From an optimization exercise on the open Yosys and OpenROAD flow, aimed at small area and a short achievable clock period; shortcuts taken in it are not production practice. Only simulation tests tie the RTL to the original design; equivalence was not proved. The clock port is modelled as an ideal driver; clocking choices that lean on that would not hold on a real chip. No activity file was given, so power comes from the tool's default toggle rates.

==> flow/design.v (excerpt) <==
module id_stage
(
   input  logic              clk,
   input  logic              reset,
   input  logic [DATA_W-1:0] add_pc_4_in,
   input  logic [DATA_W-1:0] instruction_in,
   input  logic              wb_reg_write,
   input  logic [REG_AW-1:0] wb_rd,
   input  logic [DATA_W-1:0] wb_data,
   input  logic              ex_mem_read,
   input  logic [REG_AW-1:0] ex_rd,
   output logic [DATA_W-1:0] add_out,
   output logic              mux_pcsrc_out,
   output logic              pc_write_en,
   output logic              id_valid,
   output logic [OP_W-1:0]   id_opcode,
   output logic [REG_AW-1:0] id_rs1,
   output logic [REG_AW-1:0] id_rs2,
   output logic [REG_AW-1:0] id_rd,
   output logic [DATA_W-1:0] id_pc_4,
   output logic [DATA_W-1:0] id_rs1_data,
   output logic [DATA_W-1:0] id_rs2_data,
   output logic [DATA_W-1:0] id_imm
);
==> flow/config.mk <==
export PLATFORM = sky130hd
export DESIGN_NAME = id_stage
export DESIGN_NICKNAME = id_stage
export VERILOG_FILES = /design/flow/design.v
export SDC_FILE = /design/flow/constraint.sdc
export NUM_CORES = 4
export LEC_CHECK = 0
export CAP_MARGIN = 20
export CORE_MARGIN = 2
export CORE_UTILIZATION = 45
export CTS_BUF_LIST = sky130_fd_sc_hd__clkbuf_8
export CTS_CLUSTER_DIAMETER = 50
export CTS_CLUSTER_SIZE = 14
export PLACE_DENSITY = 0.75
export SETUP_SLACK_MARGIN = 2.6
export SLEW_MARGIN = 20
export SYNTH_HIERARCHICAL = 1
==> flow/constraint.sdc <==
create_clock -name core_clock -period 5.8 [get_ports {clk}]
set_input_delay 1.1600 -clock core_clock [delete_from_list [all_inputs] [get_ports {clk}]]
set_output_delay 1.1600 -clock core_clock [all_outputs]
set_load 0.01 [all_outputs]
standard.sh (not shown) runs the stock make flow with config.mk's settings and CLKGATE_MAP_FILE= SYNTH_SCRIPT=/design/flow/synth_recipe.tcl, a recipe that flattens the netlist after the stock synthesis.
==> flow/flow/run.sh <==
#!/bin/bash
# The standard layout (the standard.sh: unchanged synthesis and steps),
# with two changes passed to ORFS as make variables:
#  - the port buffers that global placement inserts start as the smallest
#    plain buffer instead of the tool's default pick (clkdlybuf4s50_1);
#    timing repair still resizes the critical ones;
#  - clock tree synthesis without dummy loads (the clock tree's buffer list
#    and clustering are the same as in config.mk).
set -euo pipefail
bash standard.sh \
  BUFFER_PORTS_ARGS="-buffer_cell sky130_fd_sc_hd__buf_1" \
  CTS_ARGS="-sink_clustering_enable -repair_clock_nets -buf_list sky130_fd_sc_hd__clkbuf_8 -sink_clustering_size 14 -sink_clustering_max_diameter 50 -dont_use_dummy_load" \
  finish > standard_finish.log 2>&1
Edit:
--- a/flow/config.mk
+++ b/flow/config.mk
@@ -12,5 +12,4 @@
 export CTS_CLUSTER_DIAMETER = 50
 export CTS_CLUSTER_SIZE = 14
-export PLACE_DENSITY = 0.75
 export SETUP_SLACK_MARGIN = 2.6
 export SLEW_MARGIN = 20
Cell count fell by 0.37%.
Global-route usage is higher by 2.2 points.
Sequential power stays flat.
Area after synthesis does not change.
Setup slack improved by 0.099 ns.
Edit:
==> flow/flow/run.sh (replaced) <==
#!/bin/bash
# The standard layout (the standard.sh: unchanged synthesis and steps),
# with these changes passed to ORFS as make variables:
#  - the port buffers that global placement inserts start as the smallest
#    plain buffer instead of the tool's default pick (clkdlybuf4s50_1);
#    timing repair still resizes the critical ones;
#  - clock tree synthesis without dummy loads (the clock tree's buffer list
#    and clustering are the same as in config.mk);
#  - a max-fanout design rule (24) for the resizer, set before placement,
#    resizing, clock tree synthesis and global routing (flow/max_fanout.tcl),
#    so that the long one-hot select and enable nets get buffer trees.
set -euo pipefail
HOOK="$(pwd)/flow/max_fanout.tcl"
bash standard.sh \
  BUFFER_PORTS_ARGS="-buffer_cell sky130_fd_sc_hd__buf_1" \
  CTS_ARGS="-sink_clustering_enable -repair_clock_nets -buf_list sky130_fd_sc_hd__clkbuf_8 -sink_clustering_size 14 -sink_clustering_max_diameter 50 -dont_use_dummy_load" \
  PRE_GLOBAL_PLACE_TCL="$HOOK" PRE_RESIZE_TCL="$HOOK" PRE_CTS_TCL="$HOOK" PRE_GLOBAL_ROUTE_TCL="$HOOK" \
  finish > standard_finish.log 2>&1
==> flow/flow/max_fanout.tcl (new file) <==
# Design-rule directive for the resizer: buffer nets with more than 24 loads.
set_max_fanout 24 [current_design]
What happened:
- The changed run went through all stages and came out clean
- sequential power is about the same
- total power barely changes
- die area does not change

## what the ideal ports hide
In the flow no input, the clock included, has a driving cell. The finished layouts below were timed again as built, in two steps.
Step 1, drivers: a clkbuf_16 drives clk and a buf_2 each remaining input, both assumed.
Step 2 adds t to the input delays and takes it off the output delays; t is the mean of the earliest and latest rising clock arrival at the registers after step 1. Input paths then give back, and output paths get back, about the clock's delay inside the block.
Slacks: no drivers / after step 1 / after step 2; pairs: no drivers / after step 1.
run	t (ns)	setup WS [ns]	latest minus earliest clock arrival (ns)	slew at the worst register clock pin (ns)
the first run	0.871	2.436 / 2.489 / 1.618	0.174 / 0.174	0.10 / 0.10
the second run	0.895	2.535 / 2.535 / 1.674	0.083 / 0.083	0.10 / 0.10
the third run	0.873	2.470 / 2.527 / 1.653	0.108 / 0.109	0.10 / 0.10
After both steps setup and hold are still met in every run listed. The setup slack of the second run, which loses most, moves by 0.000 ns with the drivers and by -0.861 ns with both steps.
